What follows belongs to an exercise in optimizing a design on an open flow for small area; a production flow would make more cautious choices. Only simulation tests tie the RTL to the original design; equivalence was not proved. Power and IR drop assume default switching activity.

## mem_wb_stage
module mem_wb_stage (
    input  wire logic          clk,
    input  wire logic          reset,    
    input  wire logic [7:0]    ans_ex,
    input  wire logic [7:0]    B_Bypass,
    input  wire logic          mem_en_ex,
    input  wire logic          mem_rw_ex,
    input  wire logic          mem_mux_sel_ex,
    input  wire logic [4:0]    RW_ex,
    input  wire logic [7:0]    dbg_addr,
    output logic      [7:0]    wb_data,
    output logic      [4:0]    RW_wb,
    output logic               ld_hit,
    output logic      [7:0]    dbg_data
);
Size in the first run: about 8,100 cells after synthesis, roughly 2,100 flip-flops.
==> flow/config.mk <==
export PLATFORM = sky130hd
export DESIGN_NAME = mem_wb_stage
export DESIGN_NICKNAME = mem_wb_stage
export VERILOG_FILES = /design/flow/design.v
export SDC_FILE = /design/flow/constraint.sdc
export NUM_CORES = 4
export LEC_CHECK = 0
export CAP_MARGIN = 40
export CORE_MARGIN = 2
export CORE_UTILIZATION = 35
export CTS_BUF_LIST = sky130_fd_sc_hd__clkbuf_16
export CTS_CLUSTER_DIAMETER = 100
export CTS_CLUSTER_SIZE = 20
export SETUP_SLACK_MARGIN = 0.3
export SLEW_MARGIN = 20
export SYNTH_HIERARCHICAL = 1
export SYNTH_MINIMUM_KEEP_SIZE = 0
==> flow/constraint.sdc <==
create_clock -name core_clock -period 10.0 [get_ports {clk}]
set_input_delay 2.0000 -clock core_clock [delete_from_list [all_inputs] [get_ports {clk}]]
set_output_delay 2.0000 -clock core_clock [all_outputs]
set_load 0.01 [all_outputs]
standard.sh (not shown) runs the stock make flow with config.mk's settings and CLKGATE_MAP_FILE= SYNTH_SCRIPT=/design/flow/synth_recipe.tcl, a recipe that flattens the netlist after the stock synthesis.
==> flow/flow/run.sh <==
#!/bin/bash
# Standard layout flow with two changes: plain buffers on the ports instead
# of delay cells, and a clock tree of clkbuf_8 cells without dummy loads.
# The full output of the standard flow goes to standard.log here.
export BUFFER_PORTS_ARGS="-buffer_cell sky130_fd_sc_hd__buf_2"
export CTS_ARGS="-sink_clustering_enable -repair_clock_nets -dont_use_dummy_load -buf_list sky130_fd_sc_hd__clkbuf_8 -sink_clustering_size 15 -sink_clustering_max_diameter 60"
bash standard.sh > standard.log 2>&1
Edit:
==> flow/run.sh (new file) <==
#!/bin/bash
# synth_recipe.tcl (not shown) runs the flow's synth.tcl, then flattens the netlist and writes it again
# the make line also repeats each setting of config.mk as NAME=value (left out here)
make -C /OpenROAD-flow-scripts/flow DESIGN_CONFIG=/design/flow/config.mk WORK_HOME=/design/flow/orfs CLKGATE_MAP_FILE= SYNTH_SCRIPT=/design/flow/synth_recipe.tcl finish
--- a/flow/config.mk
+++ b/flow/config.mk
@@ -10 +10 @@
-export CORE_UTILIZATION = 35
+export CORE_UTILIZATION = 42
removed: flow/flow/run.sh
removed: flow/standard.sh
Outcome: Non-clock buffer count came out higher by 42. Design area rises by 0.57%. Register-to-register slack improved by 0.25 ns. Global-route usage went up by 6.4 points.
Edit:
==> flow/flow/run.sh (new file) <==
#!/bin/bash
# Standard layout flow with two changes: plain buffers on the ports instead
# of delay cells, and a clock tree of clkbuf_8 cells without dummy loads.
# The full output of the standard flow goes to standard.log here.
export BUFFER_PORTS_ARGS="-buffer_cell sky130_fd_sc_hd__buf_2"
export CTS_ARGS="-sink_clustering_enable -repair_clock_nets -dont_use_dummy_load -buf_list sky130_fd_sc_hd__clkbuf_8 -sink_clustering_size 15 -sink_clustering_max_diameter 60"
export RECOVER_POWER=100
bash standard.sh > standard.log 2>&1
==> flow/standard.sh (new file) <==
#!/bin/bash
# synth_recipe.tcl (not shown) runs the flow's synth.tcl, then flattens the netlist and writes it again
# the make line also repeats each setting of config.mk as NAME=value (left out here)
make -C /OpenROAD-flow-scripts/flow DESIGN_CONFIG=/design/flow/config.mk WORK_HOME=/design/flow/orfs CLKGATE_MAP_FILE= SYNTH_SCRIPT=/design/flow/synth_recipe.tcl "${@:-finish}"
--- a/flow/config.mk
+++ b/flow/config.mk
@@ -10 +10 @@
-export CORE_UTILIZATION = 42
+export CORE_UTILIZATION = 35
removed: flow/run.sh
Outcome:
- The new run finished but failed the layout checks on max-capacitance violations, max-slew violations
- synthesized area is unchanged
- sequential power stays flat
- die area grows by 20%
- hold slack degrades by 0.0035 ns
- clock-buffer cell count grows by 67
- clock skew grows by 0.054 ns
- sequential share of layout area grows by 0.35 points
- via count grows by 1.2%
- fmax grows by 2.6%
Edit:
--- a/flow/flow/run.sh
+++ b/flow/flow/run.sh
@@ -7 +6,0 @@
-export RECOVER_POWER=100
--- a/flow/config.mk
+++ b/flow/config.mk
@@ -8 +8 @@
-export CAP_MARGIN = 40
+export CAP_MARGIN = 20
@@ -14 +14 @@
-export SETUP_SLACK_MARGIN = 0.3
+export SETUP_SLACK_MARGIN = 0.1
Outcome:
- Now the flow produced a clean layout
- critical path depth stays the same
- die area is unchanged
- area after synthesis stays the same
- worst setup slack gains 0.44 ns
Edit:
==> flow/run.sh (new file) <==
#!/bin/bash
# synth_recipe.tcl (not shown) runs the flow's synth.tcl, then flattens the netlist and writes it again
# the make line also repeats each setting of config.mk as NAME=value (left out here)
make -C /OpenROAD-flow-scripts/flow DESIGN_CONFIG=/design/flow/config.mk WORK_HOME=/design/flow/orfs CLKGATE_MAP_FILE= SYNTH_SCRIPT=/design/flow/synth_recipe.tcl finish
--- a/flow/config.mk
+++ b/flow/config.mk
@@ -8 +8 @@
-export CAP_MARGIN = 20
+export CAP_MARGIN = 40
@@ -14 +14 @@
-export SETUP_SLACK_MARGIN = 0.1
+export SETUP_SLACK_MARGIN = 0.3
removed: flow/flow/run.sh
removed: flow/standard.sh
Effect: Final cell count stays flat; clock skew goes down by 0.020 ns; die area stays the same; via count goes up by 1.1%.

========
## job 4210
mem_wb_stage, a different RTL version from the one above (not shown whole).
For scale: roughly 2100 flip-flops, roughly 0.075 mm^2 of cells after synthesis.
export LEC_CHECK = 0
export CAP_MARGIN = 10
export CORE_MARGIN = 2
export CORE_UTILIZATION = 35
export CTS_BUF_LIST = sky130_fd_sc_hd__clkbuf_16
export CTS_CLUSTER_DIAMETER = 100
export CTS_CLUSTER_SIZE = 20
export SETUP_SLACK_MARGIN = 0.1
export SLEW_MARGIN = 10
export SYNTH_HIERARCHICAL = 1
export SYNTH_MINIMUM_KEEP_SIZE = 0
create_clock -name core_clock -period 10.0 [get_ports {clk}]
==> flow/flow/run.sh <==
#!/bin/bash
# Standard layout flow with two changes: plain buffers on the ports instead
# of delay cells, and a clock tree of clkbuf_8 cells without dummy loads.
# The full output of the standard flow goes to standard.log here.
export BUFFER_PORTS_ARGS="-buffer_cell sky130_fd_sc_hd__buf_1"
export CTS_ARGS="-sink_clustering_enable -repair_clock_nets -dont_use_dummy_load -buf_list sky130_fd_sc_hd__clkbuf_8 -sink_clustering_size 15 -sink_clustering_max_diameter 60"
bash standard.sh > standard.log 2>&1
Job 4210: PASS, flow complete, no timing, DRC or antenna violations
#### Input delta (job 7974 over job 4210)
# job 4210
export LEC_CHECK = 0
export CAP_MARGIN = 10
export CORE_MARGIN = 2
export CORE_UTILIZATION = 35
export CTS_BUF_LIST = sky130_fd_sc_hd__clkbuf_16
export CTS_CLUSTER_DIAMETER = 100
export CTS_CLUSTER_SIZE = 20
export SETUP_SLACK_MARGIN = 0.1
export SLEW_MARGIN = 10
export SYNTH_HIERARCHICAL = 1
export SYNTH_MINIMUM_KEEP_SIZE = 0
create_clock -name core_clock -period 10.0 [get_ports {clk}]
# job 7974
export LEC_CHECK = 0
export CAP_MARGIN = 20
export CORE_MARGIN = 2
export CORE_UTILIZATION = 35
export CTS_BUF_LIST = sky130_fd_sc_hd__clkbuf_16
export CTS_CLUSTER_DIAMETER = 100
export CTS_CLUSTER_SIZE = 20
export PLACE_DENSITY = 0.45
export SETUP_SLACK_MARGIN = 0.1
export SLEW_MARGIN = 20
export SYNTH_HIERARCHICAL = 1
export SYNTH_MINIMUM_KEEP_SIZE = 0
create_clock -name core_clock -period 10.0 [get_ports {clk}]
-- flow/flow/run.sh --
<<< job 4210, line 5
export BUFFER_PORTS_ARGS="-buffer_cell sky130_fd_sc_hd__buf_1"
>>> job 7974, line 5
export BUFFER_PORTS_ARGS="-buffer_cell sky130_fd_sc_hd__buf_2"
Notes after the runs:
Changes observed in job 7974 relative to job 4210: area overhead of the layout relative to synthesis went up by 0.36 points, part of the total power dissipated in sequential elements went down by 0.6 points, final cell count without fillers was more or less identical, final critical-path required period went down by 0.38 ns, worst hold slack went up by 0.084 ns. The number of ordinary and repair buffers in the finished layout of job 7974 is lower than that of job 4210. On clock power: between job 7974 and job 4210, it ends up higher for job 7974. Power in job 7974 is about 1% above job 4210. Against job 4210 as the reference, job 7974 delivers a higher buffering overhead.
Input-level comparison between job 4337 and job 7974:
# job 7974
export LEC_CHECK = 0
export CAP_MARGIN = 20
export CORE_MARGIN = 2
export CORE_UTILIZATION = 35
export CTS_BUF_LIST = sky130_fd_sc_hd__clkbuf_16
export CTS_CLUSTER_DIAMETER = 100
export CTS_CLUSTER_SIZE = 20
export PLACE_DENSITY = 0.45
export SETUP_SLACK_MARGIN = 0.1
export SLEW_MARGIN = 20
export SYNTH_HIERARCHICAL = 1
export SYNTH_MINIMUM_KEEP_SIZE = 0
create_clock -name core_clock -period 10.0 [get_ports {clk}]
# job 4337
export LEC_CHECK = 0
export CAP_MARGIN = 20
export CORE_MARGIN = 2
export CORE_UTILIZATION = 35
export CTS_BUF_LIST = sky130_fd_sc_hd__clkbuf_16
export CTS_CLUSTER_DIAMETER = 100
export CTS_CLUSTER_SIZE = 20
export SETUP_SLACK_MARGIN = 0.1
export SLEW_MARGIN = 20
export SYNTH_HIERARCHICAL = 1
export SYNTH_MINIMUM_KEEP_SIZE = 0
create_clock -name core_clock -period 10.0 [get_ports {clk}]
Findings:
When the final numbers for job 7974 and job 4337 were put side by side, the detail-routed via count per cell turned out to be smaller in job 7974. Placeable core area came out exactly the same in job 7974 and job 4337. Changes observed in job 4337 relative to job 7974: maximum net fanout on the critical path saw a decrease, share of layout cells above drive strength 1 saw a decrease, post-route non-filler standard cell count saw little to no change, design area saw a decrease. Compared with job 7974, job 4337 shows a post-route worst setup slack that is 0.25 ns lower. Compared with job 7974, job 4337 shows core utilization lower by 0.17 points. As of job 4337, total power draw had fallen slightly compared to job 7974.
## Diff of input files: job 3802 against job 4337
# job 4337
export LEC_CHECK = 0
export CAP_MARGIN = 20
export CORE_MARGIN = 2
export CORE_UTILIZATION = 35
export CTS_BUF_LIST = sky130_fd_sc_hd__clkbuf_16
export CTS_CLUSTER_DIAMETER = 100
export CTS_CLUSTER_SIZE = 20
export SETUP_SLACK_MARGIN = 0.1
export SLEW_MARGIN = 20
export SYNTH_HIERARCHICAL = 1
export SYNTH_MINIMUM_KEEP_SIZE = 0
create_clock -name core_clock -period 10.0 [get_ports {clk}]
# job 3802
export LEC_CHECK = 0
export CAP_MARGIN = 30
export CORE_MARGIN = 2
export CORE_UTILIZATION = 35
export CTS_BUF_LIST = sky130_fd_sc_hd__clkbuf_16
export CTS_CLUSTER_DIAMETER = 100
export CTS_CLUSTER_SIZE = 20
export PLACE_DENSITY = 0.7
export SETUP_SLACK_MARGIN = 0.1
export SLEW_MARGIN = 20
export SYNTH_HIERARCHICAL = 1
export SYNTH_MINIMUM_KEEP_SIZE = 0
create_clock -name core_clock -period 10.0 [get_ports {clk}]
Findings:
- Looking at job 4337 and job 3802, the share of cell area taken by flip-flops and latches is a wash.
- Of job 4337 and job 3802, the lower sum of met3 wire segment lengths after detailed routing belongs to job 4337.
- From job 4337 to job 3802 the numbers moved as follows: worst hold slack after final layout neither gained nor lost much, utilization neither gained nor lost much.
- Fmax | job 3802 vs job 4337 | job 3802 faster
- Status: parity-gate share of the synthesized area counting xor and xnor cells parity (job 3802, job 4337)
- Max buffering stage count on the worst path with inverters included across job 4337 and job 3802: job 4337
- Job 4337 vs job 3802, beginning of the critical path: dbg_addr[1] vs dbg_addr[3]
- Job 3802 gives more longest individual stage delay on the worst path than job 4337 did.
- Wire: job 3802 routes less than job 4337

==> afterwards: timing with drivers on the ports <==
How much do the figures lean on ideal ports? The routed layouts below were timed once more, with nothing changed but the port constraints. Step 1 (the two cells are an assumption about what drives the block):
set clk [get_ports {clk}]
set_driving_cell -lib_cell sky130_fd_sc_hd__clkbuf_16 $clk
set_driving_cell -lib_cell sky130_fd_sc_hd__buf_2 [delete_from_list [all_inputs] $clk]
Step 2 times the ports against the registers' clock, not the clock port: input delays grow and output delays shrink by t, the midpoint of the rising clock arrivals with the driver on. a / b / c = no drivers / after step 1 / after step 2; a / b = the first two.
| run | shift t [ns] | setup slack, ns | worst setup path after step 2 | slew at the worst register clock pin (ns) |
|---|---|---|---|---|
| the first run of note 1 | 1.090 | 1.256 / 1.232 / 1.232 | input to output | 0.11 / 0.11 |
| the second run of note 1 | 0.905 | 0.141 / 0.109 / 0.109 | input to output | 0.10 / 0.10 |
| the third run of note 1 | 1.087 | 0.394 / 0.356 / 0.356 | input to output | 0.11 / 0.11 |
| the fourth run of note 1 | 1.084 | 0.836 / 0.807 / 0.807 | input to output | 0.11 / 0.11 |
| the fifth run of note 1 | 0.906 | 0.011 / -0.015 / -0.015 | input to output | 0.11 / 0.11 |
| job 4210 | 1.073 | 0.663 / 0.640 / 0.640 | input to output | 0.12 / 0.12 |
| job 7974 | 1.064 | 1.039 / 1.003 / 1.003 | input to output | 0.11 / 0.11 |
| job 4337 | 1.053 | 0.788 / 0.767 / 0.767 | input to output | 0.11 / 0.11 |
| job 3802 | 1.018 | 0.908 / 0.882 / 0.882 | input to output | 0.11 / 0.11 |
Met with ideal ports but missed after step 2: setup timing in the fifth run of note 1. The setup slack of the third run of note 1, which loses most, moves by -0.038 ns with the drivers and by -0.038 ns with both steps.
